Source: an optimization exercise on an open RTL-to-GDS flow (aim: small area). Production flows keep margins and buffers that such runs may drop. RTL that was checked went through simulation tests only; none was proved equivalent to the original. The RTL of run 5 was laid out without a check of its function. Power is estimated from default activity; no workload was simulated. No driver is modelled on the clock port, so clocking that relies on it looks cheaper here than on a real chip.

[design/flow/config.mk]
export PLATFORM = sky130hd
export DESIGN_NAME = dmem_wait_responder
export DESIGN_NICKNAME = dmem_wait_responder
export VERILOG_FILES = /design/flow/design.v
export SDC_FILE = /design/flow/constraint.sdc
export NUM_CORES = 4
export LEC_CHECK = 0
export CAP_MARGIN = 10
export CELL_PAD_IN_SITES_DETAIL_PLACEMENT = 0
export CELL_PAD_IN_SITES_GLOBAL_PLACEMENT = 1
export CORE_MARGIN = 2
export CORE_UTILIZATION = 65
export SLEW_MARGIN = 10
export SYNTH_HIERARCHICAL = 1
[design/flow/constraint.sdc]
create_clock -name core_clock -period 7.0 [get_ports {clk_i}]
set_input_delay 1.4000 -clock core_clock [delete_from_list [all_inputs] [get_ports {clk_i}]]
set_output_delay 1.4000 -clock core_clock [all_outputs]
set_load 0.01 [all_outputs]
[design/flow/design.v]
module dmem_wait_responder #(
    parameter int DEPTH   = 128,
    parameter int LATENCY = 2
) (
    input  logic        clk_i,
    input  logic        rst_i,
    input  logic        req_valid_i,
    output logic        req_ready_o,
    input  logic        req_write_i,
    input  logic [31:0] req_addr_i,
    input  logic [31:0] req_wdata_i,
    output logic        rsp_valid_o,
    output logic [31:0] rsp_rdata_o,
    output logic        rsp_err_o,
    output logic        busy_o
);
    localparam int NG = 32;         
    localparam int GW = 5;
    localparam int NA = 11;         
    logic [1:0]    r_state;
    logic [3:0]    r_need;          
    logic          r_pol;           
    logic          r_clr_done;      
    logic          r_wr, r_rd, r_err;
    logic          r_rhit;          
    logic          r_whit;          
    logic          r_live_ok;       
    logic [GW-1:0] r_grp;
    logic [1:0]    r_lo;
    logic [31:0]   r_data;          
    logic [31:0]   r_ring [NG][4];
    logic          w_idle, w_acc, w_bad, w_clr, w_pol_nxt;
    logic [1:0]    w_need, w_need_nxt, w_lo_nxt;
    logic          w_busy_nxt, w_wr_nxt, w_rd_nxt;
    logic          w_live_hit, w_reg_hit, w_rhit, w_rsel_any, w_whit;
    logic [NG-1:0] w_rsel, w_ins, w_g, w_gn;
    logic [31:0]   w_yraw, w_y, w_b;
    logic          w_ypol, w_opol, w_hold, w_dpol, w_dpol_nxt, w_src_pol;
    logic [31:0]   w_src, w_dnxt;
    always_comb begin
        w_idle     = (r_state == 2'd0);
        w_acc      = w_idle && req_valid_i;
        w_bad      = (|req_addr_i[1:0]) || (|req_addr_i[31:9]);
        w_clr      = !r_clr_done;
        w_need     = {r_need[3] | r_need[2], r_need[3] | r_need[1]};
        w_live_hit = r_live_ok && req_valid_i && !req_write_i;
        w_reg_hit  = r_rhit;
        w_rhit     = w_reg_hit || (w_idle && req_valid_i && !req_write_i);
        w_rsel_any = w_reg_hit || w_live_hit;
        w_whit     = r_whit;
        w_need_nxt = w_need - 2'd1;
        w_busy_nxt = w_acc || (r_state == 2'd1) || (r_state == 2'd2);
        w_wr_nxt   = w_acc ? (req_write_i && !w_bad)  : r_wr;
        w_rd_nxt   = w_acc ? (!req_write_i && !w_bad) : r_rd;
        w_lo_nxt   = w_acc ? req_addr_i[3:2] : r_lo;
        w_pol_nxt  = r_pol ^ r_need[1];
        w_dpol     = !w_pol_nxt;
        w_dpol_nxt = !(w_pol_nxt ^ r_need[2]);
        w_b        = r_data;
        for (int g = 0; g < NG; g++) begin
            w_rsel[g] = (w_live_hit && (req_addr_i[8:4] == GW'(g))) ||
                        (w_reg_hit && (r_grp == GW'(g)));
            w_ins[g]  = w_whit && (r_grp == GW'(g));
            w_g[g]    = w_ins[g] || w_clr;
            w_gn[g]   = !w_ins[g];
        end
        w_hold = !w_rhit;
        w_ypol = w_rhit ? (r_pol && w_rsel_any) : w_dpol;
        w_opol = r_rhit ? r_pol : w_dpol;
        w_y    = w_yraw ^ {32{w_opol}};
        w_src     = (w_acc && req_write_i) ? req_wdata_i : w_yraw;
        w_src_pol = (w_acc && req_write_i) ? 1'b0 : w_ypol;
    end
    for (genvar b = 0; b < 32; b++) begin : g_dnxt
        dmem_xor2 u_xor (.a(w_src[b]), .b(w_src_pol ^ w_dpol_nxt), .y(w_dnxt[b]));
    end
    for (genvar b = 0; b < 32; b++) begin : g_rd
        logic [NA-1:0] w_n;
        for (genvar k = 0; k < NA; k++) begin : g_aoi
            if (3 * k + 2 < NG) begin : g_3
                dmem_aoi222 u_aoi (
                    .a0(r_ring[3*k][0][b]),   .s0(w_rsel[3*k]),
                    .a1(r_ring[3*k+1][0][b]), .s1(w_rsel[3*k+1]),
                    .a2(r_ring[3*k+2][0][b]), .s2(w_rsel[3*k+2]),
                    .y_n(w_n[k])
                );
            end else begin : g_2
                dmem_aoi222 u_aoi (
                    .a0(r_ring[3*k][0][b]),   .s0(w_rsel[3*k]),
                    .a1(r_ring[3*k+1][0][b]), .s1(w_rsel[3*k+1]),
                    .a2(r_data[b]),           .s2(w_hold),
                    .y_n(w_n[k])
                );
            end
        end
        assign w_yraw[b] = ~&w_n;
    end
    always_ff @(posedge clk_i or negedge rst_i) begin
        if (!rst_i) begin
            r_state    <= 2'd0;
            r_need     <= 4'b0010;
            r_pol      <= 1'b1;
            r_clr_done <= 1'b0;
            r_wr       <= 1'b0;
            r_rd       <= 1'b0;
            r_err      <= 1'b0;
            r_rhit     <= 1'b0;
            r_whit     <= 1'b0;
            r_live_ok  <= 1'b0;
        end else begin
            r_rhit     <= w_busy_nxt && w_rd_nxt && (w_lo_nxt == w_need_nxt);
            r_whit     <= w_wr_nxt && (w_lo_nxt == w_need_nxt - 2'd1);
            r_live_ok  <= (r_state == 2'd3) || (w_idle && !req_valid_i);
            r_state    <= (w_idle && !req_valid_i) ? 2'd0 : r_state + 2'd1;
            r_need     <= {r_need[0], r_need[3:1]};
            r_pol      <= r_pol ^ r_need[1];
            r_clr_done <= r_clr_done || r_need[2];
            if (w_acc) begin
                r_wr  <= req_write_i && !w_bad;
                r_rd  <= !req_write_i && !w_bad;
                r_err <= w_bad;
            end
        end
    end
    always_ff @(posedge clk_i) begin
        if (w_acc) begin
            r_grp <= req_addr_i[8:4];
            r_lo  <= req_addr_i[3:2];
        end
        r_data <= w_dnxt;
    end
    for (genvar g = 0; g < NG; g++) begin : g_grp
        logic [31:0] w_s0;
        for (genvar b = 0; b < 32; b++) begin : g_bit
            dmem_oai22 u_oai (
                .a0(r_ring[g][3][b]), .b0(w_g[g]),
                .a1(w_b[b]),          .b1(w_gn[g]),
                .y_n(w_s0[b])
            );
        end
        always_ff @(posedge clk_i) begin
            r_ring[g][0] <= w_s0;
            r_ring[g][1] <= r_ring[g][0];
            r_ring[g][2] <= r_ring[g][1];
            r_ring[g][3] <= r_ring[g][2];
        end
    end
    assign req_ready_o = w_idle;
    assign busy_o      = !w_idle;
    assign rsp_valid_o = (r_state == 2'd3);
    assign rsp_err_o   = (r_state == 2'd3) && r_err;
    assign rsp_rdata_o = (r_state == 2'd3 && r_rd) ? w_y : 32'd0;
endmodule
module dmem_aoi222 (
    input  logic a0, s0, a1, s1, a2, s2,
    output logic y_n
);
    assign y_n = ~((a0 & s0) | (a1 & s1) | (a2 & s2));
endmodule
module dmem_xor2 (
    input  logic a, b,
    output logic y
);
    assign y = a ^ b;
endmodule
module dmem_oai22 (
    input  logic a0, b0, a1, b1,
    output logic y_n
);
    assign y_n = ~((a0 | b0) & (a1 | b1));
endmodule
[design/flow/flow/run.sh]
#!/bin/bash
# Own flow: the standard layout (standard.sh), with two ORFS arguments changed:
#  - clock tree: larger sink clusters driven by clkbuf_16, no dummy loads;
#  - port buffers: buf_2 instead of the resizer's default choice.
# Every step's full output stays in the ORFS logs under orfs/logs, and make's
# own output in standard.log.
set -euo pipefail
export CTS_ARGS="-sink_clustering_enable -repair_clock_nets -buf_list sky130_fd_sc_hd__clkbuf_16 -sink_clustering_size 30 -sink_clustering_max_diameter 65 -dont_use_dummy_load"
export BUFFER_PORTS_ARGS="-buffer_cell sky130_fd_sc_hd__buf_2"
bash standard.sh > standard.log 2>&1
[design/flow/standard.sh]
#!/bin/bash
# synth_recipe.tcl (not shown) runs the flow's synth.tcl, then flattens the netlist and writes it again
# the make line also repeats each setting of config.mk as NAME=value (left out here)
make -C /OpenROAD-flow-scripts/flow DESIGN_CONFIG=/design/flow/config.mk WORK_HOME=/design/flow/orfs CLKGATE_MAP_FILE= SYNTH_SCRIPT=/design/flow/synth_recipe.tcl "${@:-finish}"
==> summary.md, run 1 <==
| Metric | Value |
|---|---|
| Die Span Y | `389 um` |
| Fin. max-slew vios | `0` |
| VDD IR max | `0.000316 V` |
| Initial Util | `65.2%` |
| Final WL | `254000 um` |
| Initial DRT Pass Iterations | `10` |
| Layout cells sized above 1 | `8.79%` |
| Worst Reg-to-Reg Cells | `8` |
| Met1 GRT Util | `47.3%` |
| Setup TNS | `0 ps` |
| Outcome | `no timing/DRC/antenna violations` |
| Skew-Pair Late Insertion Delay | `830 ps` |
| Vias | `52100` |
| Grt ovf | `0` |
| Setup Crit Path Kind | `primary input to output pin` |
| Sink Count | `4149` |
| Worst-Margin Slew | `1210 ps` |
| H-tree depth | `4` |
| Fin. Hold Viols | `0` |
| CP arrival | `5400 ps` |
| Place WS | `301 ps` |
| Top_reg_cell synth | `dfxtp_1` |
| Largest net degree at the start of global routing | `48` |
| Num CTS Buffers | `163` |
| Die Span X | `389 um` |
| Synth area leader | `dfxtp_1` |
| CP startpoint kind | `primary input` |
| Routed wire per std cell | `30.1 um` |
| WHS Path Cells | `0` |
| RePlAce Congestion | `0.859` |
| Min Clock Period, post-route | `6800 ps` |
| First-pass GRT wire length | `362000 um` |
| LEAKAGE | `41.0 nW` |
| Rows | `141` |
| Avg Inst Size Synth | `15.8 sq um` |
| Most common cell in the netlist | `dfxtp_1` |
| Initial antenna violation count | `8` |
| Yosys warning total | `9` |
| Initial DRC Count | `5686` |
| Slew HR | `19.4%` |
| CORE AREA | `0.147 sq mm` |
| Async set-reset flop share out of synthesis | `0.337%` |
| CP Capture Type | `output pin` |
| Sequential area share after synthesis | `86.6%` |
| Netlist cell types | `42` |
| Synthesized net count | `6141` |
| Clock Tree Buf Depth | `3` |
| M3 GR Usage | `7.12%` |
| Mapped cell area | `0.0961 sq mm` |
| Endpoints failing setup | `0` |
| Post-CTS Resized | `0` |
| GRT busiest layer | `met2` |
| DRC Markers | `0` |
| EDFF count, synth | `5` |
| Worst Hold Margin | `288 ps` |
| Pwr dens | `362 mW/mm^2` |
| Setup ws final | `195 ps` |
| RSZ-0062 raised after global routing | `no` |
| Number of nets in the final layout | `6590` |
| Port bufs | `103` |
| Fin cells | `8447` |
| Detailed Place HPWL | `150000 um` |
| CTS clk-pin slew, worst paths | `100 ps` |
| Area grow syn2layout | `9.49%` |
| Setup Skew | `67.6 ps` |
| Syn Inst Count | `6069` |
| FF+latch count, synth | `4149` |
| CTS root buffer | `clkbuf_16` |
| GRT Resource Usage Total | `33.2%` |
| Top cell type's share of synthesized area | `86.0%` |
| Crit-path max FO | `17` |
| Post-DRT Antenna Nets | `0` |
| Met2 usage in global routing | `50.2%` |
| Max capacitance violation total | `0` |
| Drt via density | `6.16` |
| Worst hold path type | `flop to flop` |
| Die area | `0.151 sq mm` |
| Final period utilization | `97.2%` |
| IO Count | `104` |
| CTS tree | `yes` |
| Postcts setup bufs | `0` |
| Post-CTS Hold Buffers | `0` |
| Maximum clock rate | `147 MHz` |
| List of most frequent post-synthesis cells | `dfxtp_1, o22ai_1, a222oi_1` |
| Synth area leaders | `dfxtp_1, o22ai_1, a222oi_1` |
| CP required | `5600 ps` |
| Vias in the first global route | `50900` |
| Placed Cells | `8283` |
==> registers in the layout, summed over array words and instances, names as in the netlist <==
| name | cells |
|---|---|
| r_grp | 5 |
| r_state | 2 |
| r_err | 1 |
| r_lo | 2 |
| r_rd | 1 |
| r_live_ok | 1 |
| r_pol | 1 |
| r_clr_done | 1 |
| r_whit | 1 |
| r_wr | 1 |
| r_need | 4 |
| r_data | 32 |
| r_ring | 4096 |
| r_rhit | 1 |
==> metrics by stage <==
stage	utilization [%]	area [sq um]	total power, W
5_1_grt	71.4	105000	0.0390
4_1_cts	71.4	105000	0.0381
2_1_floorplan	-	96100	0.0258
3_5_place_dp	68.7	101000	0.0278
3_3_place_gp	68.7	101000	0.0278
6_report	71.4	105000	0.0381
==> final timing paths <==
path / startpoint / end / slack (ps)
min in group asynchronous: rst_i / r_err / 470
min: r_ring[78][15] / r_ring[79][15] / 290
max reg2reg: r_rhit / r_data[2] / 2670
max: req_valid_i / rsp_rdata_o[27] / 200
max in group asynchronous: rst_i / r_need[1] / 6220
min reg2reg: r_ring[78][15] / r_ring[79][15] / 290
==> final cells by class <==
type | count | area, sq um
Multi-Input combinational cell | 1880 | 13300
Clock buffer | 163 | 4080
Inverter | 8 | 30.0
Sequential cell | 4149 | 83200
Tap cell | 1930 | 2410
Timing Repair Buffer | 316 | 2200
Fill cell | 9866 | 42100
Antenna cell | 1 | 2.50
==> Yosys stat by module (local to each module, per instance) <==
module | cells | area (sq um) | flip-flops and latches | copies in the design
dmem_oai22 | 1 | 6.26 | 0 | 1024
dmem_aoi222 | 1 | 10.0 | 0 | 352
dmem_wait_responder | 4661 | 85900 | 4149 | 1
dmem_xor2 | 1 | 8.76 | 0 | 32
==> power breakdown <==
part / switching [W] / internal, W / total [W] / leakage [nW]
registers: 0.000413 / 0.0237 / 0.0242 / 33.5
logic: 0.00234 / 0.000818 / 0.00316 / 5.50
clock network: 0.00657 / 0.00420 / 0.0108 / 2.01
total: 0.00932 / 0.0288 / 0.0381 / 41.0
==> critical path, cell delays in order <==
cell,delay (ps)
buf_2,170
nand3b_1,360
nor2_1,190
nand2_1,340
o22ai_4,100
buf_4,270
buf_4,280
a222oi_1,660
nand4_1,480
nor3_1,530
buf_4,200
xnor2_1,120
nor2_1,70
buf_2,190
==> kinds of logic after synthesis <==
| group | Yosys count | share of synthesized area (%) |
|---|---|---|
| muxes | 1 | 0.0156 |
| and+or+nand+nor | 354 | 1.77 |
| AOI/OAI and AO/OA | 1454 | 10.8 |
| buffers and inverters | 40 | 0.161 |
| DFF | 4149 | 86.6 |
| xor gates and xnor gates | 67 | 0.611 |
| adders and majority gates | 4 | 0.0521 |
==> cells in the final DEF, fill, tap and decap left out, types with 4 or more instances in the layout <==
cell / Yosys / final
nor2_1: 83 / 82
nor3_1: 41 / 41
nand2_2: 0 / 15
o22ai_4: 0 / 32
dfrtp_1: 12 / 12
edfxtp_1: 5 / 5
xnor2_1: 33 / 32
a222oi_1: 352 / 352
xor2_1: 34 / 34
a21oi_1: 33 / 33
nand3_1: 42 / 41
nor4_1: 6 / 6
dfxtp_1: 4130 / 4098
nand2_1: 88 / 73
o22ai_1: 1056 / 1024
clkbuf_16: 0 / 163
dfxtp_2: 0 / 32
buf_4: 0 / 206
nand4_1: 67 / 67
ha_1: 4 / 4
nand2b_1: 7 / 6
buf_2: 4 / 103
inv_1: 8 / 8
nor2b_1: 7 / 7
buf_12: 0 / 7
==> metal layers <==
metal / part of all wire [%] / up-vias / wire length, um
met5: 0.015 / - / 38
met4: 4.2 / 6 / 10600
met3: 8.3 / 435 / 21200
met2: 44 / 2104 / 112000
met1: 43 / 26400 / 110000
li1: - / 23100 / -
==> run 2, diff against run 1 <==
==> design/flow/flow/run.sh (replaced) <==
#!/bin/bash
# Own flow: the standard layout (standard.sh), with two ORFS arguments changed:
#  - clock tree: larger sink clusters driven by clkbuf_16, no dummy loads;
#  - port buffers: buf_1 instead of the resizer's default choice.
# Every step's full output stays in the ORFS logs under orfs/logs, and make's
# own output in standard.log.
set -euo pipefail
export CTS_ARGS="-sink_clustering_enable -repair_clock_nets -buf_list sky130_fd_sc_hd__clkbuf_16 -sink_clustering_size 28 -sink_clustering_max_diameter 60 -dont_use_dummy_load"
export BUFFER_PORTS_ARGS="-buffer_cell sky130_fd_sc_hd__buf_1"
bash standard.sh > standard.log 2>&1
--- a/design/flow/config.mk
+++ b/design/flow/config.mk
@@ -9,5 +9,6 @@
 export CELL_PAD_IN_SITES_DETAIL_PLACEMENT = 0
-export CELL_PAD_IN_SITES_GLOBAL_PLACEMENT = 1
+export CELL_PAD_IN_SITES_GLOBAL_PLACEMENT = 0
 export CORE_MARGIN = 2
-export CORE_UTILIZATION = 65
+export CORE_UTILIZATION = 78
+export PLACE_DENSITY = 0.8
 export SLEW_MARGIN = 10
==> summary.md, run 2 <==
| Metric | Value |
|---|---|
| Outcome | `no timing/DRC/antenna violations` |
| Worst hold path type | `flop to flop` |
| Final WL | `277000 um (+8.9%)` |
| FF+latch count, synth | `4149 (unchanged)` |
| Area grow syn2layout | `8.56%` |
| Adder-Cell Fraction of Synth Area | `0.0521% (unchanged)` |
| CP startpoint kind | `primary input` |
| Maximum clock rate | `146 MHz (-0.42%)` |
| Routed wire per std cell | `34.2 um (+14%)` |
| Port bufs | `103 (unchanged)` |
| Xor and xnor area share after synthesis | `0.611% (unchanged)` |
| Synthesized net count | `6141 (unchanged)` |
| Largest family of logic cells by synthesized area | `compound AO/OA/AOI/OAI gates` |
| Slowest Stage Delay on Critical Path | `780 ps (+120 ps)` |
| CTS root buffer | `clkbuf_16` |
| IO Count | `104 (unchanged)` |
| Mapped cell area | `0.0961 sq mm (unchanged)` |
| RePlAce Congestion | `0.980 (+14%)` |
| LEAKAGE | `40.4 nW (-1.4%)` |
| CP required | `5600 ps (about the same)` |
| Async set-reset flop share out of synthesis | `0.337% (unchanged)` |
| Simple-Gate Fraction of Synth Area | `1.77% (unchanged)` |
| Final period utilization | `97.6% (+0.41 points)` |
| Skew-Pair Late Insertion Delay | `840 ps (about the same)` |
| WHS Path Cells | `0 (unchanged)` |
| Die Span Y | `355 um (-8.6%)` |
| Largest registers | `r_ring: 4096 flops, r_data: 32 flops, r_grp: 5 flops` |
| FF-to-FF Start | `r_rhit` |
| Pwr dens | `369 mW/mm^2 (+2.0%)` |
| Rows | `128 (-9.2%)` |
| DRC Markers | `0 (unchanged)` |
| CP max-delay cell | `nor3_1` |
| Netlist cell types | `42 (unchanged)` |
| Most common cell after layout, fill and taps aside | `dfxtp_1` |
| Leading cell types in the layout, fill and taps excluded | `dfxtp_1, o22ai_1, a222oi_1, clkbuf_16, buf_4` |
| Compound-Gate Fraction of Synth Area | `10.8% (unchanged)` |
| H-tree depth | `4 (unchanged)` |
| Clock Tree Buf Depth | `3 (unchanged)` |
| CP arrival | `5430 ps (+30 ps)` |
| Fin. max-slew vios | `0 (unchanged)` |
| R2r endpoint | `r_data[24]` |
| Top cell type's share of synthesized area | `86.0% (unchanged)` |
| Die area | `0.126 sq mm (-17%)` |
| GRT Resource Usage Total | `43.4% (+10 points)` |
| Hold path startpoint | `r_ring[50][30]` |
| Hold endpoint | `r_ring[51][30]` |
| Grt ovf | `0 (unchanged)` |
| Avg Inst Size Synth | `15.8 sq um (unchanged)` |
| Synth area leaders | `dfxtp_1, o22ai_1, a222oi_1` |
| Top_reg_cell synth | `dfxtp_1` |
| Placement Cell Area | `0.100 sq mm (-1.0%)` |
| Crit-path max FO | `17 (unchanged)` |
| Sink Count | `4149 (unchanged)` |
| Die Span X | `355 um (-8.6%)` |
| Num CTS Buffers | `169 (+3.7%)` |
| Post-CTS Hold Buffers | `0 (unchanged)` |
| Worst-Margin Slew | `1360 ps (+153 ps)` |
| Drt via density | `6.91 (+12%)` |
| Initial DRT Pass Iterations | `14 (+4)` |
| Initial Util | `78.7% (+14 points)` |
| Crit-path cells | `buf_1 -> nand3b_1 -> nor2_1 -> nand2_1 -> o22ai_4 -> a222oi_1 -> nand4_1 -> nor3_1 -> xnor2_1 -> nor2_1 -> buf_1` |
| Synth area leader | `dfxtp_1` |
| Endpoints failing setup | `0 (unchanged)` |
| Finished Cell Area | `0.104 sq mm (-0.85%)` |
| Largest register by flop count | `r_ring` |
| Largest net degree at the start of global routing | `66 (+38%)` |
| Postcts setup bufs | `0 (unchanged)` |
| Min Clock Period, post-route | `6830 ps (+28.8 ps)` |
| FF-to-FF setup slack | `2290 ps (-380 ps)` |
| Met1 GRT Util | `58.0% (+11 points)` |
| Syn Inst Count | `6069 (unchanged)` |
| Initial DRC Count | `9413 (+66%)` |
| Met2 usage in global routing | `64.7% (+14 points)` |
| Max capacitance violation total | `0 (unchanged)` |
| Layout cells sized above 1 | `6.31% (-2.5 points)` |
| Vias in the first global route | `56000 (+10%)` |
| Worst Reg-to-Reg Cells | `7 (-1)` |
| Setup TNS | `0 ps (unchanged)` |
| CP Capture Type | `output pin` |
| Initial antenna violation count | `17 (+9)` |
| Setup Skew | `68.0 ps (+0.354 ps)` |
| EDFF count, synth | `5 (unchanged)` |
| List of most frequent post-synthesis cells | `dfxtp_1, o22ai_1, a222oi_1` |
| Detailed Place HPWL | `158000 um (+5.5%)` |
| GRT busiest layer | `met2` |
| Largest register FFs | `4096 (unchanged)` |
| M3 GR Usage | `11.1% (+4.0 points)` |
| Vias | `55900 (+7.4%)` |
| Number of nets in the final layout | `6535 (-0.83%)` |
| Yosys warning total | `9 (unchanged)` |
| CORE AREA | `0.122 sq mm (-17%)` |
| Slew HR | `9.22% (-10 points)` |
| Fin. Hold Viols | `0 (unchanged)` |
| Final core utilization | `85.5% (+14 points)` |
| Post-CTS Resized | `0 (unchanged)` |
| First-pass GRT wire length | `393000 um (+8.4%)` |
| VDD IR max | `0.000404 V (+28%)` |
| CTS tree | `yes` |
| Mux share of post-synthesis cell area | `0.0156% (unchanged)` |
| Most common cell in the netlist | `dfxtp_1` |
| Sequential area share after synthesis | `86.6% (unchanged)` |
| Post-DRT Antenna Nets | `0 (unchanged)` |
| Setup Crit Path Kind | `primary input to output pin` |
| CTS clk-pin slew, worst paths | `100 ps (about the same)` |
| RSZ-0062 raised after global routing | `no` |
## run 2: cell count changes in the layout (fill, tap and decap cells not counted), moves of 6 or more
cell,delta
buf_2,-103
clkbuf_16,+6
buf_4,-55
nand2_1,+9
buf_12,-6
nand2_2,-9
buf_1,+103
## run 2: kinds of logic after synthesis
family | after synthesis
AOI/OAI and AO/OA | 1454
buffers and inverters | 40
xor gates and xnor gates | 67
adders and majority gates | 4
DFF | 4149
muxes | 1
and+or+nand+nor | 354
## run 2: cell type report
class	count	area (sq um)
Multi-Input combinational cell	1880	13300
Timing Repair Buffer	255	1540
Inverter	8	30.0
Tap cell	1625	2030
Sequential cell	4149	83200
Clock buffer	169	4230
Fill cell	5320	17700
Antenna cell	3	7.51
## run 2: power breakdown
group	total [W]	internal, W	switching [W]	leakage, nW
logic	0.00334	0.000745	0.00259	4.85
registers	0.0241	0.0237	0.000349	33.5
clock network	0.0111	0.00435	0.00675	2.08
total	0.0385	0.0288	0.00969	40.4
## run 2: worst max-delay path, delay by kind of cell
kind,cells,cell delay [ps]
AND/OR/NAND/NOR,6,2400
XOR/XNOR,1,200
buffers and inverters,2,400
AO/OA/AOI/OAI,2,980
## run 2: how the worst max path moves through the flow
stage | slack, ps | start | cells past startpoint | end
4_1_cts | 570 | req_write_i | 12 | rsp_rdata_o[4]
6_report | 170 | req_valid_i | 11 | rsp_rdata_o[18]
2_1_floorplan | 1710 | req_write_i | 9 | rsp_rdata_o[0]
5_1_grt | 340 | req_valid_i | 11 | rsp_rdata_o[18]
3_5_place_dp | 530 | req_write_i | 12 | rsp_rdata_o[4]
3_3_place_gp | 670 | req_valid_i | 12 | rsp_rdata_o[4]
## run 2: metrics by stage
step	cells	hold slack, ps	setup slack (ps)	total power (W)
5_1_grt	8086	291	337	0.0391
2_1_floorplan	6069	310	1710	0.0258
6_report	8089	288	166	0.0385
3_3_place_gp	7915	310	675	0.0277
4_1_cts	8086	287	566	0.0382
3_5_place_dp	7917	312	526	0.0277
## run 2: routing by layer
layer,vias up,part of all wire [%]
li1,23000,-
met4,14,7.0
met3,996,12
met1,27600,37
met5,-,0.033
met2,4271,44
## run 2: per-module statistics from Yosys (local to each module, per instance)
module | area [sq um] | copies in the design | cells | flip-flops and latches
dmem_xor2 | 8.76 | 32 | 1 | 0
dmem_aoi222 | 10.0 | 352 | 1 | 0
dmem_wait_responder | 85900 | 1 | 4661 | 4149
dmem_oai22 | 6.26 | 1024 | 1 | 0
==> run 3, diff against run 2 <==
--- a/design/flow/flow/run.sh
+++ b/design/flow/flow/run.sh
@@ -7,3 +7,3 @@
 set -euo pipefail
-export CTS_ARGS="-sink_clustering_enable -repair_clock_nets -buf_list sky130_fd_sc_hd__clkbuf_16 -sink_clustering_size 28 -sink_clustering_max_diameter 60 -dont_use_dummy_load"
+export CTS_ARGS="-sink_clustering_enable -repair_clock_nets -buf_list sky130_fd_sc_hd__clkbuf_16 -sink_clustering_size 32 -sink_clustering_max_diameter 70 -dont_use_dummy_load"
 export BUFFER_PORTS_ARGS="-buffer_cell sky130_fd_sc_hd__buf_1"
--- a/design/flow/config.mk
+++ b/design/flow/config.mk
@@ -9,6 +9,6 @@
 export CELL_PAD_IN_SITES_DETAIL_PLACEMENT = 0
-export CELL_PAD_IN_SITES_GLOBAL_PLACEMENT = 0
+export CELL_PAD_IN_SITES_GLOBAL_PLACEMENT = 1
 export CORE_MARGIN = 2
-export CORE_UTILIZATION = 78
-export PLACE_DENSITY = 0.8
+export CORE_UTILIZATION = 70
+export PLACE_DENSITY = 0.72
 export SLEW_MARGIN = 10
==> summary.md, run 3 <==
| Metric | Value |
|---|---|
| Outcome | `no timing/DRC/antenna violations` |
| Rows | `135 (+5.5%)` |
| Slew HR | `16.0% (+6.8 points)` |
| Leading cell types in the layout, fill and taps excluded | `dfxtp_1, o22ai_1, a222oi_1, buf_4, clkbuf_16` |
| Number of fill cells | `8205 (+54%)` |
| Mapped cell area | `0.0961 sq mm (unchanged)` |
| Detailed Place HPWL | `151000 um (-4.6%)` |
| Min Clock Period, post-route | `6800 ps (-32.5 ps)` |
| Layout cells sized above 1 | `6.64% (+0.32 points)` |
| Number of nets in the final layout | `6552 (+0.26%)` |
| Post-DRT Antenna Nets | `0 (unchanged)` |
| EDFF count, synth | `5 (unchanged)` |
| Largest register FFs | `4096 (unchanged)` |
| Maximum clock rate | `147 MHz (+0.48%)` |
| Worst-Margin Slew | `1260 ps (-106 ps)` |
| CP arrival | `5400 ps (-30 ps)` |
| Hold endpoint | `r_ring[62][0]` |
| Die Span X | `375 um (+5.5%)` |
| Worst hold path type | `flop to flop` |
| GRT Resource Usage Total | `35.1% (-8.2 points)` |
| Largest net degree at the start of global routing | `58 (-12%)` |
| Grt ovf | `0 (unchanged)` |
| Initial Util | `70.8% (-8.0 points)` |
| CTS clk-pin slew, worst paths | `110 ps (about the same)` |
| WHS Path Cells | `0 (unchanged)` |
| Syn Inst Count | `6069 (unchanged)` |
| Post-CTS Resized | `0 (unchanged)` |
| Postcts setup bufs | `0 (unchanged)` |
| Final period utilization | `97.2% (-0.46 points)` |
| Max capacitance violation total | `0 (unchanged)` |
| Post-CTS Hold Buffers | `0 (unchanged)` |
| CP max-delay cell | `o22ai_4` |
| Final WL | `251000 um (-9.3%)` |
| Largest register by flop count | `r_ring` |
| Async set-reset flop share out of synthesis | `0.337% (unchanged)` |
| Top cell type's share of synthesized area | `86.0% (unchanged)` |
| First-pass GRT wire length | `358000 um (-8.8%)` |
| Clock Tree Buf Depth | `3 (unchanged)` |
| CP bufs+invs | `4 (+2)` |
| Setup Crit Path Kind | `primary input to output pin` |
| RSZ-0062 raised after global routing | `no` |
| Initial DRT Pass Iterations | `14 (unchanged)` |
| Total Power | `0.0377 W (-2.1%)` |
| FF-to-FF Start | `r_rhit` |
| Pwr dens | `361 mW/mm^2 (-2.3%)` |
| Netlist cell types | `42 (unchanged)` |
| Setup TNS | `0 ps (unchanged)` |
| Crit-path max FO | `21 (+4)` |
| IO Count | `104 (unchanged)` |
| Die area | `0.140 sq mm (+11%)` |
| Most common cell in the netlist | `dfxtp_1` |
| Slowest Stage Delay on Critical Path | `630 ps (-150 ps)` |
| Routed wire per std cell | `30.4 um (-11%)` |
| Vias | `52600 (-5.9%)` |
| Sink Count | `4149 (unchanged)` |
| RePlAce Congestion | `0.910 (-7.2%)` |
| FF-to-FF setup slack | `2820 ps (+530 ps)` |
| Fin. max-slew vios | `0 (unchanged)` |
| Setup ws final | `199 ps (+32.5 ps)` |
| Synth area leaders | `dfxtp_1, o22ai_1, a222oi_1` |
| CTS tree | `yes` |
| Top Family by Delay on Critical Path | `simple AND/OR/NAND/NOR gates` |
| CTS root buffer | `clkbuf_16` |
| Area grow syn2layout | `8.79%` |
| H-tree depth | `4 (unchanged)` |
| Initial DRC Count | `6994 (-26%)` |
| Final core utilization | `77.0% (-8.5 points)` |
| CP required | `5600 ps (about the same)` |
| Yosys warning total | `9 (unchanged)` |
| VDD IR max | `0.000295 V (-27%)` |
| Die Span Y | `375 um (+5.5%)` |
| Most common cell after layout, fill and taps aside | `dfxtp_1` |
| CORE AREA | `0.136 sq mm (+11%)` |
| CP startpoint kind | `primary input` |
| Num CTS Buffers | `150 (-11%)` |
| Top_reg_cell synth | `dfxtp_1` |
| Drt via density | `6.37 (-7.8%)` |
| Worst Reg-to-Reg Cells | `9 (+2)` |
| Vias in the first global route | `51700 (-7.8%)` |
| Largest registers | `r_ring: 4096 flops, r_data: 32 flops, r_grp: 5 flops` |
| List of most frequent post-synthesis cells | `dfxtp_1, o22ai_1, a222oi_1` |
| FF+latch count, synth | `4149 (unchanged)` |
| Synthesized net count | `6141 (unchanged)` |
| DRC Markers | `0 (unchanged)` |
| R2r endpoint | `r_data[2]` |
| Initial antenna violation count | `12 (-5)` |
| Crit-path cells | `buf_1 -> nand3b_1 -> nor2_1 -> nand3_1 -> o22ai_4 -> buf_12 -> a222oi_1 -> nand4_1 -> nor3_1 -> xnor2_1 -> nor2_1 -> buf_4 -> buf_1` |
| Place WS | `401 ps (-125 ps)` |
| LEAKAGE | `40.4 nW (about the same)` |
| Sequential area share after synthesis | `86.6% (unchanged)` |
| CP Capture Type | `output pin` |
| Endpoints failing setup | `0 (unchanged)` |
| Synth area leader | `dfxtp_1` |
| Hold path startpoint | `r_ring[61][0]` |
| Port bufs | `103 (unchanged)` |
| Avg Inst Size Synth | `15.8 sq um (unchanged)` |
| Setup Skew | `73.3 ps (+5.38 ps)` |
| Skew-Pair Late Insertion Delay | `830 ps (about the same)` |
| Fin. Hold Viols | `0 (unchanged)` |
[run 3: cell counts after synthesis]
No cell type changed its count.
[run 3: how the worst max path moves through the flow]
stage / from / endpoint / slack (ps) / cells past startpoint
4_1_cts: req_valid_i / rsp_rdata_o[0] / 360 / 13
3_3_place_gp: req_valid_i / rsp_rdata_o[21] / 410 / 13
6_report: req_valid_i / rsp_rdata_o[21] / 200 / 13
3_5_place_dp: req_valid_i / rsp_rdata_o[21] / 400 / 13
2_1_floorplan: req_write_i / rsp_rdata_o[0] / 1710 / 9
5_1_grt: req_write_i / rsp_rdata_o[2] / 250 / 13
[run 3: worst register-to-register path, cell delays in order, from the launching register on]
cell      delay [ps]
dfrtp_1          580
nand2b_2         740
o22ai_4          330
buf_4            280
a222oi_1         520
nand4_1          680
nor3_1           420
buf_4            180
a21oi_1          130
xor2_1           210
[run 3: cell type report]
type	instances	area [sq um]	area share [%]
sequential	4149	83200	79.6
timing repair buffer	291	2040	1.95
tap	1781	2230	2.13
multi-input combinational	1880	13300	12.7
antenna	4	10.0	0.00957
clock buffer	150	3750	3.59
inverter	8	30.0	0.0287
[run 3: logic make-up after synthesis]
| kind of cell | after synthesis | share of synthesized area [%] |
|---|---|---|
| XOR/XNOR | 67 | 0.611 |
| flip-flops | 4149 | 86.6 |
| multiplexers | 1 | 0.0156 |
| AO/OA/AOI/OAI | 1454 | 10.8 |
| buffers and inverters | 40 | 0.161 |
| adder cells (fa/ha/maj) | 4 | 0.0521 |
| AND/OR/NAND/NOR | 354 | 1.77 |
[run 3: power breakdown]
group | total, W | switching, W | internal [W]
sequential | 0.0241 | 0.000325 | 0.0238
combinational | 0.00327 | 0.00246 | 0.000804
clock | 0.0104 | 0.00649 | 0.00389
[run 3: metrics by stage]
step / instances / hold slack, ps / area (sq um)
floorplan: 6069 / 310 / 96100
global placement: 8109 / 310 / 101000
detailed placement: 8109 / 312 / 101000
CTS: 8259 / 286 / 105000
global route: 8259 / 289 / 105000
finish: 8263 / 288 / 105000
[run 3: Yosys stat by module, one instance, submodules excluded]
| module | times used | cells | area, sq um | flops+latches |
|---|---|---|---|---|
| dmem_aoi222 | 352 | 1 | 10.0 | 0 |
| dmem_oai22 | 1024 | 1 | 6.26 | 0 |
| dmem_wait_responder | 1 | 4661 | 85900 | 4149 |
| dmem_xor2 | 32 | 1 | 8.76 | 0 |
[run 3: routing by layer]
| metal | share of wire (%) | vias to the layer above | track usage (%) |
|---|---|---|---|
| li1 | - | 23100 | - |
| met1 | 43 | 26600 | 50.6 |
| met2 | 43 | 2499 | 52.1 |
| met3 | 9.2 | 471 | 7.53 |
| met4 | 4.7 | 8 | 14.8 |
| met5 | 0.018 | - | 0.172 |
==> run 4, diff against run 3 <==
--- a/design/flow/config.mk
+++ b/design/flow/config.mk
@@ -11,4 +11,4 @@
 export CORE_MARGIN = 2
-export CORE_UTILIZATION = 70
-export PLACE_DENSITY = 0.72
+export CORE_UTILIZATION = 75
+export PLACE_DENSITY = 0.77
 export SLEW_MARGIN = 10
==> summary.md, run 4 <==
| Metric | Value |
|---|---|
| Largest register by flop count | `r_ring` |
| Flop pwr share | `63.9% (about the same)` |
| Clock Tree Buf Depth | `3 (unchanged)` |
| Largest family of logic cells by synthesized area | `compound AO/OA/AOI/OAI gates` |
| FF+latch count, synth | `4149 (unchanged)` |
| CTS root buffer | `clkbuf_16` |
| Die area | `0.131 sq mm (-6.6%)` |
| Setup Crit Path Kind | `primary input to output pin` |
| DRC Markers | `0 (unchanged)` |
| IO Count | `104 (unchanged)` |
| Yosys warning total | `9 (unchanged)` |
| Num CTS Buffers | `150 (unchanged)` |
| Mux share of post-synthesis cell area | `0.0156% (unchanged)` |
| Area grow syn2layout | `8.45%` |
| Adder-Cell Fraction of Synth Area | `0.0521% (unchanged)` |
| Die Span X | `362 um (-3.4%)` |
| Post-CTS Resized | `0 (unchanged)` |
| CP startpoint kind | `primary input` |
| Net Sw Frac | `24.8% (+0.16 points)` |
| Final core utilization | `81.8% (+4.9 points)` |
| Initial DRT Pass Iterations | `15 (+1)` |
| First-pass GRT wire length | `362000 um (+1.1%)` |
| Async set-reset flop share out of synthesis | `0.337% (unchanged)` |
| Slowest Stage Delay on Critical Path | `830 ps (+200 ps)` |
| Die Span Y | `362 um (-3.4%)` |
| Skew-Pair Late Insertion Delay | `840 ps (about the same)` |
| Leading cell types in the layout, fill and taps excluded | `dfxtp_1, o22ai_1, a222oi_1, buf_4, clkbuf_16` |
| Clock power frac | `27.5% (about the same)` |
| Post-CTS Hold Buffers | `0 (unchanged)` |
| Avg Inst Size Synth | `15.8 sq um (unchanged)` |
| Grt ovf | `0 (unchanged)` |
| Setup Skew | `76.5 ps (+3.13 ps)` |
| Syn Inst Count | `6069 (unchanged)` |
| CP max-delay cell | `nor3_1` |
| Simple-Gate Fraction of Synth Area | `1.77% (unchanged)` |
| LEAKAGE | `40.4 nW (-0.12%)` |
| Slew HR | `23.2% (+7.2 points)` |
| Initial Util | `75.5% (+4.7 points)` |
| CP required | `5600 ps (about the same)` |
| RePlAce Congestion | `0.920 (+1.1%)` |
| FF-to-FF setup slack | `2400 ps (-420 ps)` |
| Total Power | `0.0378 W (+0.18%)` |
| Largest registers | `r_ring: 4096 flops, r_data: 32 flops, r_grp: 5 flops` |
| Netlist cell types | `42 (unchanged)` |
| Pwr dens | `363 mW/mm^2 (+0.49%)` |
| CORE AREA | `0.127 sq mm (-6.2%)` |
| Most common cell in the netlist | `dfxtp_1` |
| Detailed Place HPWL | `155000 um (+2.4%)` |
| Initial DRC Count | `7808 (+12%)` |
| Worst hold path type | `flop to flop` |
| Port bufs | `103 (unchanged)` |
| GRT Resource Usage Total | `38.5% (+3.3 points)` |
| Post-DRT Antenna Nets | `0 (unchanged)` |
| Most common cell after layout, fill and taps aside | `dfxtp_1` |
| Fin. max-slew vios | `0 (unchanged)` |
| RSZ-0062 raised after global routing | `no` |
| Setup TNS | `0 ps (unchanged)` |
| CP arrival | `5390 ps (about the same)` |
| Mapped cell area | `0.0961 sq mm (unchanged)` |
| Rows | `131 (-3.0%)` |
| CTS clk-pin slew, worst paths | `120 ps (about the same)` |
| List of most frequent post-synthesis cells | `dfxtp_1, o22ai_1, a222oi_1` |
| Sink Count | `4149 (unchanged)` |
| Synthesized net count | `6141 (unchanged)` |
| H-tree depth | `4 (unchanged)` |
| Maximum clock rate | `147 MHz (+0.24%)` |
| Synth area leaders | `dfxtp_1, o22ai_1, a222oi_1` |
| Largest net degree at the start of global routing | `54 (-6.9%)` |
| Crit-path max FO | `22 (+4.8%)` |
| Endpoints failing setup | `0 (unchanged)` |
| Routed wire per std cell | `31.4 um (+3.5%)` |
| Net switching power | `0.00936 W (+0.82%)` |
| Postcts setup bufs | `0 (unchanged)` |
| Top cell type's share of synthesized area | `86.0% (unchanged)` |
| Internal power | `0.0284 W (about the same)` |
| CP Capture Type | `output pin` |
| Vias in the first global route | `52300 (+1.2%)` |
| Crit-path cells | `buf_1 -> nand3b_1 -> nor2_1 -> nand2_1 -> o22ai_4 -> buf_4 -> a222oi_1 -> nand3_1 -> nor3_1 -> xnor2_1 -> nor2_1 -> buf_1` |
| EDFF count, synth | `5 (unchanged)` |
| Final WL | `256000 um (+2.0%)` |
| Final period utilization | `96.9% (-0.23 points)` |
| Max capacitance violation total | `0 (unchanged)` |
| VDD IR max | `0.000334 V (+13%)` |
| Vias | `53500 (+1.7%)` |
| Outcome | `no timing/DRC/antenna violations` |
| Compound-Gate Fraction of Synth Area | `10.8% (unchanged)` |
| Number of nets in the final layout | `6549 (-0.046%)` |
| CTS tree | `yes` |
| Min Clock Period, post-route | `6790 ps (-16.0 ps)` |
| Combinational power share | `8.7% (about the same)` |
| Top_reg_cell synth | `dfxtp_1` |
| Layout cells sized above 1 | `6.27% (-0.37 points)` |
| Synth area leader | `dfxtp_1` |
| Fin. Hold Viols | `0 (unchanged)` |
| Xor and xnor area share after synthesis | `0.611% (unchanged)` |
| Largest register FFs | `4096 (unchanged)` |
| Sequential area share after synthesis | `86.6% (unchanged)` |
| Initial antenna violation count | `11 (-1)` |
| Worst Hold Margin | `277 ps (-10.4 ps)` |
| Drt via density | `6.57 (+3.2%)` |
| Worst-Margin Slew | `1140 ps (-112 ps)` |
## run 4: Yosys stat by module (local to each module, per instance)
module,cells,area [sq um],copies in the design,flip-flops and latches
dmem_xor2,1,8.76,32,0
dmem_oai22,1,6.26,1024,0
dmem_aoi222,1,10.0,352,0
dmem_wait_responder,4661,85900,1,4149
## run 4: path summary, 6_finish.rpt
check,startpoint,end,depth (start not counted)
worst min-delay path,r_ring[26][26],r_ring[27][26],0
worst max register to register,r_rhit,r_data[11],9
min in group asynchronous,rst_i,r_live_ok,1
max in group asynchronous,rst_i,r_rhit,1
worst max-delay path,req_write_i,rsp_rdata_o[11],12
worst min register to register,r_ring[26][26],r_ring[27][26],0
## run 4: kinds of logic after synthesis
logic type,count (synthesis)
AOI/OAI and AO/OA,1454
muxes,1
and+or+nand+nor,354
xor gates and xnor gates,67
adders and majority gates,4
DFF,4149
buffers and inverters,40
## run 4: area by class of cell
class	count	area, sq um
inverter	8	30.0
sequential	4149	83200
antenna	5	12.5
fill	6767	23100
tap	1662	2080
multi-input combinational	1880	13200
clock buffer	150	3750
timing repair buffer	288	1900
## run 4: layer usage
layer | global-route usage, % | share of wire, % | vias to the layer above
met4 | 18.5 | 5.5 | 10
met3 | 7.73 | 10 | 597
met5 | 0 | 0.060 | -
li1 | - | - | 23000
met2 | 56.9 | 43 | 3162
met1 | 55.1 | 41 | 26700
## run 4: power groups by stage
stage / logic, W / clock network (W) / registers (W)
3_3_place_gp: 0.00313 / 0 / 0.0246
3_5_place_dp: 0.00314 / 0 / 0.0246
6_report: 0.00327 / 0.0104 / 0.0241
2_1_floorplan: 0.000880 / 0 / 0.0249
5_1_grt: 0.00324 / 0.0111 / 0.0241
4_1_cts: 0.00315 / 0.0104 / 0.0241
## run 4: critical path, delay by kind of cell
kind / cells / cell delay, ps
and+or+nand+nor: 6 / 2280
buffers and inverters: 3 / 720
xor gates and xnor gates: 1 / 290
AOI/OAI and AO/OA: 2 / 650
## run 4: metrics by stage
step                      instance area [sq um]  setup slack [ps]  cells
after floorplan                           96100              1710   6069
after global placement                   100000               443   7987
after detailed placement                 100000               456   7987
after CTS                                104000               440   8137
after global routing                     104000               248   8137
final                                    104000               215   8142
==> run 5, diff against run 4 <==
--- a/design/flow/design.v
+++ b/design/flow/design.v
@@ -38,3 +38,4 @@
     logic          w_ypol, w_opol, w_hold, w_dpol, w_dpol_nxt, w_src_pol;
-    logic [31:0]   w_src, w_dnxt;
+    logic          w_out_t, w_out_f;
+    logic [31:0]   w_src;
     always_comb begin
@@ -45,5 +46,6 @@
         w_need     = {r_need[3] | r_need[2], r_need[3] | r_need[1]};
-        w_live_hit = r_live_ok && req_valid_i && !req_write_i;
+        w_live_hit = r_live_ok && req_valid_i && !req_write_i && r_need[req_addr_i[3:2]];
         w_reg_hit  = r_rhit;
-        w_rhit     = w_reg_hit || (w_idle && req_valid_i && !req_write_i);
+        w_rhit     = w_reg_hit || (w_idle && req_valid_i && !req_write_i &&
+                                   r_need[req_addr_i[3:2]]);
         w_rsel_any = w_reg_hit || w_live_hit;
@@ -69,8 +71,7 @@
         w_opol = r_rhit ? r_pol : w_dpol;
-        w_y    = w_yraw ^ {32{w_opol}};
+        w_out_t = (r_state == 2'd3) && r_rd && !w_opol;
+        w_out_f = (r_state == 2'd3) && r_rd && w_opol;
+        for (int b = 0; b < 32; b++) w_y[b] = w_yraw[b] ? w_out_t : w_out_f;
         w_src     = (w_acc && req_write_i) ? req_wdata_i : w_yraw;
         w_src_pol = (w_acc && req_write_i) ? 1'b0 : w_ypol;
-    end
-    for (genvar b = 0; b < 32; b++) begin : g_dnxt
-        dmem_xor2 u_xor (.a(w_src[b]), .b(w_src_pol ^ w_dpol_nxt), .y(w_dnxt[b]));
     end
@@ -129,3 +130,3 @@
         end
-        r_data <= w_dnxt;
+        r_data <= w_src ^ {32{w_src_pol ^ w_dpol_nxt}};
     end
@@ -151,3 +152,3 @@
     assign rsp_err_o   = (r_state == 2'd3) && r_err;
-    assign rsp_rdata_o = (r_state == 2'd3 && r_rd) ? w_y : 32'd0;
+    assign rsp_rdata_o = w_y;
 endmodule
@@ -159,8 +160,2 @@
 endmodule
-module dmem_xor2 (
-    input  logic a, b,
-    output logic y
-);
-    assign y = a ^ b;
-endmodule
 module dmem_oai22 (
==> design/flow/flow/run.sh (replaced) <==
#!/bin/bash
# Own flow: the standard layout (standard.sh), with two ORFS arguments changed:
#  - clock tree: larger sink clusters driven by clkbuf_16, no dummy loads;
#  - port buffers: buf_2 instead of the resizer's default choice.
# Every step's full output stays in the ORFS logs under orfs/logs, and make's
# own output in standard.log.
set -euo pipefail
export CTS_ARGS="-sink_clustering_enable -repair_clock_nets -buf_list sky130_fd_sc_hd__clkbuf_16 -sink_clustering_size 30 -sink_clustering_max_diameter 50 -dont_use_dummy_load"
export BUFFER_PORTS_ARGS="-buffer_cell sky130_fd_sc_hd__buf_2"
bash standard.sh > standard.log 2>&1
--- a/design/flow/config.mk
+++ b/design/flow/config.mk
@@ -11,4 +11,3 @@
 export CORE_MARGIN = 2
-export CORE_UTILIZATION = 75
-export PLACE_DENSITY = 0.77
+export CORE_UTILIZATION = 65
 export SLEW_MARGIN = 10
==> summary.md, run 5 <==
| Metric | Value |
|---|---|
| Setup Skew | `75.1 ps (-1.40 ps)` |
| Worst hold path type | `flop to flop` |
| Largest register FFs | `4096 (unchanged)` |
| Clock Tree Buf Depth | `3 (unchanged)` |
| Grt ovf | `0 (unchanged)` |
| Rows | `141 (+7.6%)` |
| Detailed Place HPWL | `146000 um (-5.8%)` |
| Net Sw Frac | `23.0% (-1.7 points)` |
| Worst-Margin Slew | `1390 ps (+246 ps)` |
| Async set-reset flop share out of synthesis | `0.337% (unchanged)` |
| VDD IR max | `0.000309 V (-7.7%)` |
| Combinational power share | `7.5% (-1.2 points)` |
| Synthesized net count | `6183 (+0.68%)` |
| GRT Resource Usage Total | `32.2% (-6.2 points)` |
| Internal power | `0.0295 W (+3.9%)` |
| First-pass GRT wire length | `356000 um (-1.6%)` |
| Outcome | `failed layout checks` |
| Most common cell in the netlist | `dfxtp_1` |
| Final WL | `249000 um (-2.7%)` |
| Initial antenna violation count | `13 (+2)` |
| Yosys warning total | `9 (unchanged)` |
| Setup Crit Path Kind | `primary input to output pin` |
| H-tree depth | `4 (unchanged)` |
| Skew-Pair Late Insertion Delay | `840 ps (about the same)` |
| Netlist cell types | `47 (+12%)` |
| Crit-path max FO | `23 (+4.5%)` |
| Setup ws final | `-65.3 ps (-280 ps)` |
| Drt via density | `6.19 (-5.8%)` |
| Port bufs | `103 (unchanged)` |
| Die area | `0.152 sq mm (+16%)` |
| Sequential area share after synthesis | `86.0% (-0.60 points)` |
| CP arrival | `5670 ps (+280 ps)` |
| Initial DRC Count | `6411 (-18%)` |
| Die Span Y | `390 um (+7.7%)` |
| Most common cell after layout, fill and taps aside | `dfxtp_1` |
| CP Capture Type | `output pin` |
| Slowest Stage Delay on Critical Path | `1120 ps (+290 ps)` |
| Post-CTS Hold Buffers | `0 (unchanged)` |
| Fin. max-slew vios | `0 (unchanged)` |
| CP required | `5600 ps (about the same)` |
| Setup TNS | `-117 ps (-117 ps)` |
| RePlAce Congestion | `0.901 (-2.0%)` |
| CP max-delay cell | `o22ai_4` |
| Die Span X | `390 um (+7.7%)` |
| DRC Markers | `0 (unchanged)` |
| Top cell type's share of synthesized area | `85.4% (-0.60 points)` |
| CP startpoint kind | `primary input` |
| Top_reg_cell synth | `dfxtp_1` |
| Crit-path cells | `buf_2 -> mux4_2 -> nor2b_1 -> nand3_1 -> o22ai_4 -> a222oi_1 -> nand4_1 -> nor3_1 -> xnor2_1 -> nor2_1 -> buf_2` |
| Initial Util | `65.5% (-10 points)` |
| Leading cell types in the layout, fill and taps excluded | `dfxtp_1, o22ai_1, a222oi_1, clkbuf_16, buf_4` |
| RSZ-0062 raised after global routing | `yes` |
| CTS clk-pin slew, worst paths | `100 ps (-20 ps)` |
| List of most frequent post-synthesis cells | `dfxtp_1, o22ai_1, a222oi_1` |
| IO Count | `104 (unchanged)` |
| Max capacitance violation total | `0 (unchanged)` |
| CTS root buffer | `clkbuf_16` |
| Postcts setup bufs | `0 (unchanged)` |
| FF+latch count, synth | `4149 (unchanged)` |
| Post-DRT Antenna Nets | `0 (unchanged)` |
| Mapped cell area | `0.0968 sq mm (+0.70%)` |
| Net switching power | `0.00884 W (-5.6%)` |
| Sink Count | `4149 (unchanged)` |
| Slew HR | `7.34% (-16 points)` |
| Num CTS Buffers | `196 (+31%)` |
| Number of nets in the final layout | `6612 (+0.96%)` |
| Most Frequent Cell on Critical Path | `buf_2` |
| Flop pwr share | `62.0% (-1.9 points)` |
| Synth area leaders | `dfxtp_1, o22ai_1, a222oi_1` |
| LEAKAGE | `41.0 nW (+1.5%)` |
| Vias | `52500 (-2.0%)` |
| Endpoints failing setup | `2 (+2)` |
| Synth area leader | `dfxtp_1` |
| CORE AREA | `0.148 sq mm (+16%)` |
| Initial DRT Pass Iterations | `14 (-1)` |
| Largest register by flop count | `r_ring` |
| Violated Checks | `negative setup slack` |
| CTS tree | `yes` |
| Final core utilization | `71.9% (-9.9 points)` |
| Syn Inst Count | `6111 (+0.69%)` |
| Largest net degree at the start of global routing | `42 (-22%)` |
| Avg Inst Size Synth | `15.8 sq um (about the same)` |
| EDFF count, synth | `5 (unchanged)` |
| Routed wire per std cell | `29.4 um (-6.5%)` |
| Final period utilization | `101% (+4.0 points)` |
| Min Clock Period, post-route | `7070 ps (+280 ps)` |
| Fin. Hold Viols | `0 (unchanged)` |
| Maximum clock rate | `142 MHz (-4.0%)` |
| Clock power frac | `30.5% (+3.0 points)` |
| Layout cells sized above 1 | `8.57% (+2.3 points)` |
| Area grow syn2layout | `9.90%` |
| Largest registers | `r_ring: 4096 flops, r_data: 32 flops, r_grp: 5 flops` |
| Vias in the first global route | `51800 (-0.90%)` |
| Pwr dens | `361 mW/mm^2 (-0.48%)` |
run 5: worst max-delay path, delay by kind of cell:
kind | cells | cell delay, ps
xor+xnor | 1 | 470
simple gates | 5 | 1480
buf+inv | 2 | 280
compound gates | 2 | 1430
mux | 1 | 570
run 5: path summary, 6_finish.rpt:
check / cells past startpoint / startpoint / slack, ps / end
max in group asynchronous: 1 / rst_i / 6170 / r_need[1]
worst max register to register: 10 / r_need[2] / 2200 / r_data[0]
min in group asynchronous: 1 / rst_i / 490 / r_rd
worst min register to register: 0 / r_ring[9][25] / 260 / r_ring[10][25]
worst max-delay path: 11 / req_addr_i[3] / -70 / rsp_rdata_o[22]
worst min-delay path: 0 / r_ring[9][25] / 260 / r_ring[10][25]
run 5: Yosys stat by module (local to each module, per instance):
module | cells inside | flops+latches | cell area (sq um)
dmem_aoi222 | 1 | 0 | 10.0
dmem_wait_responder | 4735 | 4149 | 86800
dmem_oai22 | 1 | 0 | 6.26
run 5: layout make-up:
cell class	count	area [sq um]
Antenna cell	2	5.00
Fill cell	9759	41500
Sequential cell	4149	83200
Inverter	7	26.3
Timing Repair Buffer	274	1860
Tap cell	1930	2410
Clock buffer	196	4900
Multi-Input combinational cell	1912	13900
run 5: metal layers:
layer	track usage, %	wire, um
met3	5.15	18800
met1	47.3	112000
met4	12.6	10300
met5	0	21
met2	48.3	108000
run 5: logic make-up after synthesis:
family,synth area share (%)
and+or+nand+nor,1.91
adders and majority gates,0.0517
muxes,0.0388
AOI/OAI and AO/OA,10.9
DFF,86.0
xor gates and xnor gates,0.896
buffers and inverters,0.233
run 5: repair_timing:
item	4_1_cts	5_1_grt
resized for setup	1	2
pin swaps	0	1
endpoints found under the setup margin	1	3
run 5: power groups by stage:
stage / combinational [W] / sequential, W / clock (W)
2_1_floorplan: 0.000975 / 0.0249 / 0
3_3_place_gp: 0.00286 / 0.0243 / 0
3_5_place_dp: 0.00285 / 0.0243 / 0
4_1_cts: 0.00286 / 0.0238 / 0.0118
5_1_grt: 0.00298 / 0.0238 / 0.0126
6_report: 0.00288 / 0.0238 / 0.0117
run 5: stage by stage:
step                cell area (sq um)  power, W  setup slack [ps]  cells  hold WS, ps
finish                         106000    0.0384             -65.3   8470          260
CTS                            106000    0.0384               105   8468          259
detailed placement             101000    0.0272              -148   8272          312
global route                   106000    0.0394             -21.6   8469          266
floorplan                       96800    0.0258              1250   6111          310
global placement               101000    0.0272              -116   8272          310

-- what the ideal ports hide --
The flow's constraints put no driver on any port. The routed layouts listed below were extracted and timed again, unchanged, in two steps. Step 1 sets driving cells, clkbuf_16 on the clock port and buf_2 on the other inputs (assumed; they add their load-dependent delay and slew). Step 2 times the ports against the registers' clock, not the clock port: input delays grow and output delays shrink by t, the midpoint of the rising clock arrivals with the driver on. Slacks: ideal ports / drivers / drivers and shift; pairs: ideal ports / drivers.
run	shift t [ns]	slack for setup (ns)	worst setup path after step 2
run 1	0.882	0.195 / 0.171 / 0.171	input to output
run 2	0.890	0.166 / 0.002 / 0.002	input to output
run 3	0.881	0.199 / 0.175 / 0.175	input to output
run 4	0.883	0.215 / 0.189 / 0.189	input to output
run 5	0.881	-0.065 / -0.095 / -0.095	input to output
For run 2, which loses most, drivers alone change the setup slack by -0.164 ns; drivers and shift together by -0.164 ns.
